Context: an optimization exercise on an open-source flow, tuned for small area. The choices shown serve that exercise and are no tape-out recipe. The RTL was checked by simulation tests, not by an equivalence proof against the original design.

==> flow/design.v <==
package aesKeyPkg;
  typedef logic [32-1:0] keyWordT;
  typedef logic [4*32-1:0] roundKeyT;
  typedef logic [3:0] roundIdxT;
  typedef logic [7:0] byteT;
endpackage
module aesSbox (
  input  aesKeyPkg::byteT inByte,
  output aesKeyPkg::byteT outByte
);
  logic U0, U1, U2, U3, U4, U5, U6, U7;
  assign {U0, U1, U2, U3, U4, U5, U6, U7} = inByte;
  logic T1, T2, T3, T4, T5, T6, T7, T8, T9, T10, T11, T12, T13, T14, T15, T16;
  logic T17, T18, T19, T20, T21, T22, T23, T24, T25, T26, T27;
  assign T1  = U0 ^ U3;
  assign T2  = U0 ^ U5;
  assign T3  = U0 ^ U6;
  assign T4  = U3 ^ U5;
  assign T5  = U4 ^ U6;
  assign T6  = T1 ^ T5;
  assign T7  = U1 ^ U2;
  assign T8  = U7 ^ T6;
  assign T9  = U7 ^ T7;
  assign T10 = T6 ^ T7;
  assign T11 = U1 ^ U5;
  assign T12 = U2 ^ U5;
  assign T13 = T3 ^ T4;
  assign T14 = T6 ^ T11;
  assign T15 = T5 ^ T11;
  assign T16 = T5 ^ T12;
  assign T17 = T9 ^ T16;
  assign T18 = U3 ^ U7;
  assign T19 = T7 ^ T18;
  assign T20 = T1 ^ T19;
  assign T21 = U6 ^ U7;
  assign T22 = T7 ^ T21;
  assign T23 = T2 ^ T22;
  assign T24 = T2 ^ T10;
  assign T25 = T20 ^ T17;
  assign T26 = T3 ^ T16;
  assign T27 = T1 ^ T12;
  logic M1, M2, M3, M4, M5, M6, M7, M8, M9, M10, M11, M12, M13, M14, M15, M16;
  logic M17, M18, M19, M20, M21, M22, M23, M24, M25, M26, M27, M28, M29, M30;
  logic M31, M32, M33, M34, M35, M36, M37, M38, M39, M40, M41, M42, M43, M44, M45;
  logic M46, M47, M48, M49, M50, M51, M52, M53, M54, M55, M56, M57, M58, M59;
  logic M60, M61, M62, M63;
  assign M1  = T13 & T6;
  assign M2  = T23 & T8;
  assign M3  = T14 ^ M1;
  assign M4  = T19 & U7;
  assign M5  = M4 ^ M1;
  assign M6  = T3 & T16;
  assign M7  = T22 & T9;
  assign M8  = T26 ^ M6;
  assign M9  = T20 & T17;
  assign M10 = M9 ^ M6;
  assign M11 = T1 & T15;
  assign M12 = T4 & T27;
  assign M13 = M12 ^ M11;
  assign M14 = T2 & T10;
  assign M15 = M14 ^ M11;
  assign M16 = M3 ^ M2;
  assign M17 = M5 ^ T24;
  assign M18 = M8 ^ M7;
  assign M19 = M10 ^ M15;
  assign M20 = M16 ^ M13;
  assign M21 = M17 ^ M15;
  assign M22 = M18 ^ M13;
  assign M23 = M19 ^ T25;
  assign M24 = M22 ^ M23;
  assign M25 = M22 & M20;
  assign M26 = M21 ^ M25;
  assign M27 = M20 ^ M21;
  assign M28 = M23 ^ M25;
  assign M29 = M28 & M27;
  assign M30 = M26 & M24;
  assign M31 = M20 & M23;
  assign M32 = M27 & M31;
  assign M33 = M27 ^ M25;
  assign M34 = M21 & M22;
  assign M35 = M24 & M34;
  assign M36 = M24 ^ M25;
  assign M37 = M21 ^ M29;
  assign M38 = M32 ^ M33;
  assign M39 = M23 ^ M30;
  assign M40 = M35 ^ M36;
  assign M41 = M38 ^ M40;
  assign M42 = M37 ^ M39;
  assign M43 = M37 ^ M38;
  assign M44 = M39 ^ M40;
  assign M45 = M42 ^ M41;
  assign M46 = M44 & T6;
  assign M47 = M40 & T8;
  assign M48 = M39 & U7;
  assign M49 = M43 & T16;
  assign M50 = M38 & T9;
  assign M51 = M37 & T17;
  assign M52 = M42 & T15;
  assign M53 = M45 & T27;
  assign M54 = M41 & T10;
  assign M55 = M44 & T13;
  assign M56 = M40 & T23;
  assign M57 = M39 & T19;
  assign M58 = M43 & T3;
  assign M59 = M38 & T22;
  assign M60 = M37 & T20;
  assign M61 = M42 & T1;
  assign M62 = M45 & T4;
  assign M63 = M41 & T2;
  logic L0, L1, L2, L3, L4, L5, L6, L7, L8, L9, L10, L11, L12, L13, L14, L15;
  logic L16, L17, L18, L19, L20, L21, L22, L23, L24, L25, L26, L27, L28, L29;
  assign L0  = M61 ^ M62;
  assign L1  = M50 ^ M56;
  assign L2  = M46 ^ M48;
  assign L3  = M47 ^ M55;
  assign L4  = M54 ^ M58;
  assign L5  = M49 ^ M61;
  assign L6  = M62 ^ L5;
  assign L7  = M46 ^ L3;
  assign L8  = M51 ^ M59;
  assign L9  = M52 ^ M53;
  assign L10 = M53 ^ L4;
  assign L11 = M60 ^ L2;
  assign L12 = M48 ^ M51;
  assign L13 = M50 ^ L0;
  assign L14 = M52 ^ M61;
  assign L15 = M55 ^ L1;
  assign L16 = M56 ^ L0;
  assign L17 = M57 ^ L1;
  assign L18 = M58 ^ L8;
  assign L19 = M63 ^ L4;
  assign L20 = L0 ^ L1;
  assign L21 = L1 ^ L7;
  assign L22 = L3 ^ L12;
  assign L23 = L18 ^ L2;
  assign L24 = L15 ^ L9;
  assign L25 = L6 ^ L10;
  assign L26 = L7 ^ L9;
  assign L27 = L8 ^ L10;
  assign L28 = L11 ^ L14;
  assign L29 = L11 ^ L17;
  assign outByte[7] = L6 ^ L24;
  assign outByte[6] = ~(L16 ^ L26);
  assign outByte[5] = ~(L19 ^ L28);
  assign outByte[4] = L6 ^ L21;
  assign outByte[3] = L20 ^ L22;
  assign outByte[2] = L25 ^ L29;
  assign outByte[1] = ~(L13 ^ L27);
  assign outByte[0] = ~(L6 ^ L23);
endmodule
module keyRoundStep (
  input  aesKeyPkg::keyWordT lastWord,   
  input  aesKeyPkg::keyWordT backWord,   
  input  aesKeyPkg::byteT    rcon,
  output aesKeyPkg::keyWordT newWord     
);
  aesKeyPkg::keyWordT rotWord;
  aesKeyPkg::keyWordT subWord;
  assign rotWord = {lastWord[23:0], lastWord[31:24]};  
  genvar g;
  for (g = 0; g < 32 / 8; g++) begin : gSub
    aesSbox sbox (
      .inByte (rotWord[8*g +: 8]),
      .outByte(subWord[8*g +: 8])
    );
  end
  assign newWord = backWord ^ subWord ^ {rcon, 24'h000000};
endmodule
module keySequencer (
  input  logic                CLK,
  input  logic                CLR,
  input  logic                start,
  output logic                accept,
  output logic                busy,
  output logic [3:0]          phase,
  output aesKeyPkg::byteT     rcon,
  output logic                done
);
  logic [3:0] phaseNext;
  assign accept    = start & ~busy;  
  assign phaseNext = (phase == 4'd13) ? 4'd0 : phase + 4'd1;
  always_ff @(posedge CLK or posedge CLR) begin
    if (CLR) begin
      busy <= 1'b0;
      done <= 1'b0;
    end else if (accept) begin
      busy <= 1'b1;
      done <= 1'b0;
    end else if (busy && phase == 4'd9) begin
      busy <= 1'b0;
      done <= 1'b1;  
    end
  end
  always_ff @(posedge CLK) begin
    phase <= accept ? 4'd0 : phaseNext;
  end
  logic [9:0] ph;
  for (genvar i = 0; i < 10; i++) begin : gPh
    assign ph[i] = (phase == 4'(i));
  end
  assign rcon[0] = ph[0] | ph[8];
  assign rcon[1] = ph[1] | ph[8] | ph[9];
  assign rcon[2] = ph[2] | ph[9];
  assign rcon[3] = ph[3] | ph[8];
  assign rcon[4] = ph[4] | ph[8] | ph[9];
  assign rcon[5] = ph[5] | ph[9];
  assign rcon[6] = ph[6];
  assign rcon[7] = ph[7];
endmodule
module roundKeyStore (
  input  logic                CLK,
  input  logic                accept,
  input  logic                busy,
  input  logic [3:0]          phase,
  input  aesKeyPkg::roundKeyT cipherKey,
  input  aesKeyPkg::keyWordT  newWord,
  output aesKeyPkg::keyWordT  lastWord,
  output aesKeyPkg::keyWordT  backWord,
  input  aesKeyPkg::roundIdxT rdRound,
  output aesKeyPkg::roundKeyT rdKey
);
  localparam int N = 14;
  aesKeyPkg::keyWordT ring [0:N-1];
  aesKeyPkg::keyWordT w0, w1, w2, w3;
  aesKeyPkg::keyWordT ld [0:3];
  assign {w0, w1, w2, w3} = cipherKey;
  assign ld[0] = w0 ^ w1 ^ ld[2];   
  assign ld[1] = w1 ^ w3;           
  assign ld[2] = w2 ^ w3;           
  assign ld[3] = w3;                
  always_ff @(posedge CLK) begin
    for (int p = 0; p < N - 4; p++) begin
      ring[p] <= ring[p+1];
    end
    for (int p = N - 4; p < N - 1; p++) begin
      ring[p] <= accept ? ld[p-(N-4)] : ring[p+1];
    end
    ring[N-1] <= accept ? ld[3] : (busy ? newWord : ring[0]);
  end
  assign lastWord = ring[N-1];
  assign backWord = ring[N-4];
  logic [5:0]     pA;
  logic [5:0]     pB;
  logic [N/2-1:0] selE;
  logic [N/2-1:0] selO;
  logic           aOdd;
  logic           valid;
  always_comb begin
    pA = 6'(rdRound) + 6'd27 - 6'(phase);
    if (pA >= 6'd28) pA = pA - 6'd28;
    if (pA >= 6'd14) pA = pA - 6'd14;
    pB = (pA == 6'd0) ? 6'd13 : pA - 6'd1;
    valid = (rdRound <= aesKeyPkg::roundIdxT'(10));
    for (int q = 0; q < N / 2; q++) begin
      selE[q] = valid && (pA[4:1] == 4'(q));
      selO[q] = valid && (pB[4:1] == 4'(q));
    end
    aOdd = pA[0];
  end
  aesKeyPkg::keyWordT e1, e2, o1, o2;
  always_comb begin
    e1 = '0;
    e2 = '0;
    o1 = '0;
    o2 = '0;
    for (int q = 0; q < N / 2; q++) begin
      e1 = e1 | ({32{selE[q]}} & ring[2*q]);
      e2 = e2 | ({32{selE[q]}} & ring[(2*q+N-2)%N]);
      o1 = o1 | ({32{selO[q]}} & ring[2*q+1]);
      o2 = o2 | ({32{selO[q]}} & ring[(2*q+N-1)%N]);
    end
  end
  aesKeyPkg::keyWordT e12, o12;
  assign e12 = e1 ^ e2;
  assign o12 = o1 ^ o2;
  assign rdKey = {e12 ^ o12, aOdd ? o12 : e12, e1 ^ o1, aOdd ? o1 : e1};
endmodule
module keyExpand (
  input  logic                CLK,
  input  logic                CLR,
  input  logic                start,
  input  aesKeyPkg::roundKeyT cipherKey,
  input  aesKeyPkg::roundIdxT rdRound,
  output aesKeyPkg::roundKeyT roundKey,
  output logic                done
);
  logic               accept;
  logic               busy;
  logic [3:0]         phase;
  aesKeyPkg::byteT    rcon;
  aesKeyPkg::keyWordT lastWord;
  aesKeyPkg::keyWordT backWord;
  aesKeyPkg::keyWordT newWord;
  keySequencer sequencer (
    .CLK   (CLK),
    .CLR   (CLR),
    .start (start),
    .accept(accept),
    .busy  (busy),
    .phase (phase),
    .rcon  (rcon),
    .done  (done)
  );
  keyRoundStep roundStep (
    .lastWord(lastWord),
    .backWord(backWord),
    .rcon    (rcon),
    .newWord (newWord)
  );
  roundKeyStore keyStore (
    .CLK      (CLK),
    .accept   (accept),
    .busy     (busy),
    .phase    (phase),
    .cipherKey(cipherKey),
    .newWord  (newWord),
    .lastWord (lastWord),
    .backWord (backWord),
    .rdRound  (rdRound),
    .rdKey    (roundKey)
  );
endmodule
export LEC_CHECK = 0
export CAP_MARGIN = 20
export CORE_MARGIN = 2
export CORE_UTILIZATION = 60
export SLEW_MARGIN = 20
create_clock -name core_clock -period 24.0 [get_ports {CLK}]
standard.sh (not shown) runs the stock make flow with config.mk's settings and CLKGATE_MAP_FILE= SYNTH_SCRIPT=/design/flow/synth_recipe.tcl, a recipe that flattens the netlist after the stock synthesis.
==> flow/flow/run.sh <==
#!/bin/bash
# The standard layout with these changes:
# - synthesis maps the logic with an area-oriented ABC script
#   (flow/abc_area.script) in place of ORFS's speed script; the synthesis
#   script itself and the register mapping are ORFS's own;
# - every port still gets a buffer, but the smallest one (buf_1);
# - clock tree synthesis uses no dummy loads, larger sink clusters and
#   clkbuf_8 buffers below the root.
set -euo pipefail
WORK=$(pwd)
rm -rf "$WORK/scripts"
cp -r "$FLOW_HOME/scripts" "$WORK/scripts"
cp "$WORK/flow/abc_area.script" "$WORK/scripts/abc_speed.script"
bash standard.sh SCRIPTS_DIR="$WORK/scripts" \
  BUFFER_PORTS_ARGS="-buffer_cell sky130_fd_sc_hd__buf_1" \
  CTS_ARGS="-sink_clustering_enable -repair_clock_nets -dont_use_dummy_load -sink_clustering_size 12 -sink_clustering_max_diameter 60 -buf_list sky130_fd_sc_hd__clkbuf_8 -root_buf sky130_fd_sc_hd__clkbuf_16" \
  finish \
  > "$WORK/make_flow.log" 2>&1
==> flow/flow/abc_area.script <==
&get -n; &st; &dc2; &dch; &nf -R 1000; &put
Then changed:
--- a/flow/design.v
+++ b/flow/design.v
@@ -175,31 +175,31 @@
   output logic [3:0]          phase,
   output aesKeyPkg::byteT     rcon,
   output logic                done
 );
   logic [3:0] phaseNext;
   assign accept    = start & ~busy;  
-  assign phaseNext = (phase == 4'd13) ? 4'd0 : phase + 4'd1;
+  assign phaseNext = (phase == 4'd0) ? 4'd13 : phase - 4'd1;
   always_ff @(posedge CLK or posedge CLR) begin
     if (CLR) begin
       busy <= 1'b0;
       done <= 1'b0;
     end else if (accept) begin
       busy <= 1'b1;
       done <= 1'b0;
-    end else if (busy && phase == 4'd9) begin
+    end else if (busy && phase == 4'd4) begin
       busy <= 1'b0;
       done <= 1'b1;  
     end
   end
   always_ff @(posedge CLK) begin
-    phase <= accept ? 4'd0 : phaseNext;
+    phase <= accept ? 4'd13 : phaseNext;
   end
   logic [9:0] ph;
   for (genvar i = 0; i < 10; i++) begin : gPh
-    assign ph[i] = (phase == 4'(i));
+    assign ph[i] = (phase == 4'(13 - i));
   end
   assign rcon[0] = ph[0] | ph[8];
   assign rcon[1] = ph[1] | ph[8] | ph[9];
   assign rcon[2] = ph[2] | ph[9];
   assign rcon[3] = ph[3] | ph[8];
   assign rcon[4] = ph[4] | ph[8] | ph[9];
@@ -236,29 +236,28 @@
       ring[p] <= accept ? ld[p-(N-4)] : ring[p+1];
     end
     ring[N-1] <= accept ? ld[3] : (busy ? newWord : ring[0]);
   end
   assign lastWord = ring[N-1];
   assign backWord = ring[N-4];
-  logic [5:0]     pA;
-  logic [5:0]     pB;
+  logic [4:0]     pA;
   logic [N/2-1:0] selE;
   logic [N/2-1:0] selO;
   logic           aOdd;
   logic           valid;
   always_comb begin
-    pA = 6'(rdRound) + 6'd27 - 6'(phase);
-    if (pA >= 6'd28) pA = pA - 6'd28;
-    if (pA >= 6'd14) pA = pA - 6'd14;
-    pB = (pA == 6'd0) ? 6'd13 : pA - 6'd1;
+    pA = 5'(rdRound) + 5'(phase);
+    if (pA >= 5'd14) pA = pA - 5'd14;
     valid = (rdRound <= aesKeyPkg::roundIdxT'(10));
+    aOdd  = pA[0];
     for (int q = 0; q < N / 2; q++) begin
-      selE[q] = valid && (pA[4:1] == 4'(q));
-      selO[q] = valid && (pB[4:1] == 4'(q));
+      selE[q] = valid && (pA[3:1] == 3'(q));
+    end
+    for (int q = 0; q < N / 2; q++) begin
+      selO[q] = aOdd ? selE[q] : selE[(q+1)%(N/2)];
     end
-    aOdd = pA[0];
   end
   aesKeyPkg::keyWordT e1, e2, o1, o2;
   always_comb begin
     e1 = '0;
     e2 = '0;
     o1 = '0;
- The changed run finished clean
- register-to-register slack stays flat
- clock-buffer cell count went down by 1
- non-clock buffer count went down by 1
- final area went down by 0.83%
- routed wire length went down by 0.54%
- final cell count went down by 2.0%

## re-timing with driven ports
The flow's constraints put no driver on any port. The routed layouts listed below were extracted and timed again, unchanged, in two steps. Step 1, drivers: a clkbuf_16 drives CLK and a buf_2 each remaining input, both assumed. Step 2 also shifts input and output timing later by t, the mid clock arrival at the registers, as if the neighbouring blocks saw the same clock. Three values: ideal ports, drivers, drivers and shift; two values: the first two.
run	t, ns	setup slack, ns	hold slack, ns	worst register clock-pin slew, ns
the first run	0.579	7.473 / 7.451 / 7.451	0.333 / 0.333 / 0.333	0.09 / 0.09
the second run	0.585	8.611 / 8.591 / 8.591	0.333 / 0.333 / 0.333	0.08 / 0.08
After both steps setup and hold are still met in every run listed. The setup slack of the first run, which loses most, moves by -0.022 ns with the drivers and by -0.022 ns with both steps.
